What follows belongs to an exercise in optimizing a design on an open flow for small area; a production flow would make more cautious choices.
The RTL was checked by simulation tests, not by an equivalence proof against the original design.
No activity file was given, so power comes from the tool's default toggle rates.

Design systolic_array_4x4, start of the top module:
module systolic_array_4x4
(
    input  logic       clk,
    input  logic       rst,
    input  logic       start_signal,
    input  logic       wen,
    input  logic [7:0] inp_north0,
    input  logic [7:0] inp_north1,
    input  logic [7:0] inp_north2,
    input  logic [7:0] inp_north3,
    input  logic [7:0] inp_west0,
    input  logic [7:0] inp_west1,
    input  logic [7:0] inp_west2,
    input  logic [7:0] inp_west3,
    output logic [4:0] count,
    output logic [7:0] activation_result12,
    output logic [7:0] activation_result13,
    output logic [7:0] activation_result14,
    output logic [7:0] activation_result15
);
For scale: roughly 2,800 cells after synthesis.
==> flow/config.mk <==
export PLATFORM = sky130hd
export DESIGN_NAME = systolic_array_4x4
export DESIGN_NICKNAME = systolic_array_4x4
export VERILOG_FILES = /design/flow/design.v
export SDC_FILE = /design/flow/constraint.sdc
export NUM_CORES = 4
export LEC_CHECK = 0
export CAP_MARGIN = 20
export CORE_MARGIN = 2
export CORE_UTILIZATION = 40
export CTS_BUF_LIST = sky130_fd_sc_hd__clkbuf_16
export CTS_CLUSTER_DIAMETER = 100
export CTS_CLUSTER_SIZE = 30
export GPL_TIMING_DRIVEN = 0
export SLEW_MARGIN = 20
export SYNTH_HIERARCHICAL = 1
export SYNTH_MINIMUM_KEEP_SIZE = 0
==> flow/constraint.sdc <==
create_clock -name core_clock -period 7.0 [get_ports {clk}]
set_input_delay 1.4000 -clock core_clock [delete_from_list [all_inputs] [get_ports {clk}]]
set_output_delay 1.4000 -clock core_clock [all_outputs]
set_load 0.01 [all_outputs]
standard.sh (not shown) runs the stock make flow with config.mk's settings and CLKGATE_MAP_FILE= SYNTH_SCRIPT=/design/flow/synth_recipe.tcl, a recipe that flattens the netlist after the stock synthesis.
==> flow/flow/run.sh <==
#!/bin/bash
set -euo pipefail
bash standard.sh \
  'BUFFER_PORTS_ARGS=-buffer_cell sky130_fd_sc_hd__buf_1' \
  'CTS_ARGS=-sink_clustering_enable -repair_clock_nets -buf_list sky130_fd_sc_hd__clkbuf_8 -sink_clustering_size 18 -sink_clustering_max_diameter 60 -dont_use_dummy_load' \
  finish > standard.log 2>&1
The first run went through all stages and came out clean.
==> next run, changes <==
==> flow/flow/run.sh (replaced) <==
#!/bin/bash
set -euo pipefail
bash standard.sh \
  'BUFFER_PORTS_ARGS=-buffer_cell sky130_fd_sc_hd__buf_1' \
  'CTS_ARGS=-sink_clustering_enable -repair_clock_nets -buf_list sky130_fd_sc_hd__clkbuf_16 -sink_clustering_size 30 -sink_clustering_max_diameter 100 -dont_use_dummy_load' \
  finish > standard.log 2>&1
Settings changed: CORE_UTILIZATION 40 to 35.
Outcome:
- non-clock buffer count increases by 22
- sequential cell count is unchanged
- utilization decreases by 5.1 points
- sequential share of layout area decreases by 0.31 points
- total power increases by a few percent
- routed wire length increases by a few percent
- final area increases slightly


Setup of beta:
Starting RTL as in the previous note.
// systolic_array_4x4
module systolic_array_4x4
(
    input  logic       clk,
    input  logic       rst,
    input  logic       start_signal,
    input  logic       wen,
    input  logic [7:0] inp_north0,
    input  logic [7:0] inp_north1,
    input  logic [7:0] inp_north2,
    input  logic [7:0] inp_north3,
    input  logic [7:0] inp_west0,
    input  logic [7:0] inp_west1,
    input  logic [7:0] inp_west2,
    input  logic [7:0] inp_west3,
    output logic [4:0] count,
    output logic [7:0] activation_result12,
    output logic [7:0] activation_result13,
    output logic [7:0] activation_result14,
    output logic [7:0] activation_result15
);
Settings: LEC_CHECK=0, CAP_MARGIN=20, CORE_MARGIN=2, CORE_UTILIZATION=40, CTS_BUF_LIST=sky130_fd_sc_hd__clkbuf_16, CTS_CLUSTER_DIAMETER=100, CTS_CLUSTER_SIZE=30, GPL_TIMING_DRIVEN=0, SLEW_MARGIN=20, SYNTH_HIERARCHICAL=1, SYNTH_MINIMUM_KEEP_SIZE=0; clock period 7.0 ns.
==> flow/flow/run.sh <==
#!/bin/bash
set -euo pipefail
bash standard.sh \
  'BUFFER_PORTS_ARGS=-buffer_cell sky130_fd_sc_hd__buf_1' \
  'CTS_ARGS=-sink_clustering_enable -repair_clock_nets -buf_list {sky130_fd_sc_hd__clkbuf_8 sky130_fd_sc_hd__clkbuf_16} -sink_clustering_size 30 -sink_clustering_max_diameter 100 -dont_use_dummy_load' \
  finish > standard.log 2>&1
### beta -> gamma
==> flow/flow/run.sh <==
#!/bin/bash
set -euo pipefail
bash standard.sh \
  'BUFFER_PORTS_ARGS=-buffer_cell sky130_fd_sc_hd__buf_1' \
  'CTS_ARGS=-sink_clustering_enable -repair_clock_nets -buf_list sky130_fd_sc_hd__clkbuf_16 -sink_clustering_size 30 -sink_clustering_max_diameter 100 -dont_use_dummy_load' \
  finish > standard.log 2>&1
### Flow results
- Ratio of final minimum period to clock period across gamma and beta: no real change.
- Reported for gamma and beta, number of clock buffer instances in the layout turned out identical to the last digit.
- Re fmax: no difference whatsoever between gamma and beta.
- Cell area across gamma and beta: no real change.

==> static timing again, ports no longer ideal <==
No port has a modelled driver above. Below, the same layouts with a new extraction and two added sets of constraints. Step 1 assumes that a clkbuf_16 drives the clock port and a buf_2 every other input. Step 2 times the ports against the registers' clock, not the clock port: input delays grow and output delays shrink by t, the midpoint of the rising clock arrivals with the driver on. Three values: ideal, step 1, step 2; two values: the first two.
run | t (ns) | slack for setup (ns) | hold slack, ns | latest minus earliest clock arrival (ns) | worst slew at a driven data input, ns
the first run of note 1 | 0.734 | 0.259 / 0.259 / 0.259 | 0.294 / 0.294 / 0.294 | 0.099 / 0.099 | 0.08
the second run of note 1 | 0.696 | 0.141 / 0.141 / 0.141 | 0.291 / 0.291 / 0.291 | 0.096 / 0.095 | 0.08
beta | 0.668 | 0.254 / 0.254 / 0.254 | 0.299 / 0.299 / 0.299 | 0.071 / 0.071 | 0.07
gamma | 0.668 | 0.254 / 0.254 / 0.254 | 0.299 / 0.299 / 0.299 | 0.071 / 0.071 | 0.07
After both steps every run listed still meets setup and hold.
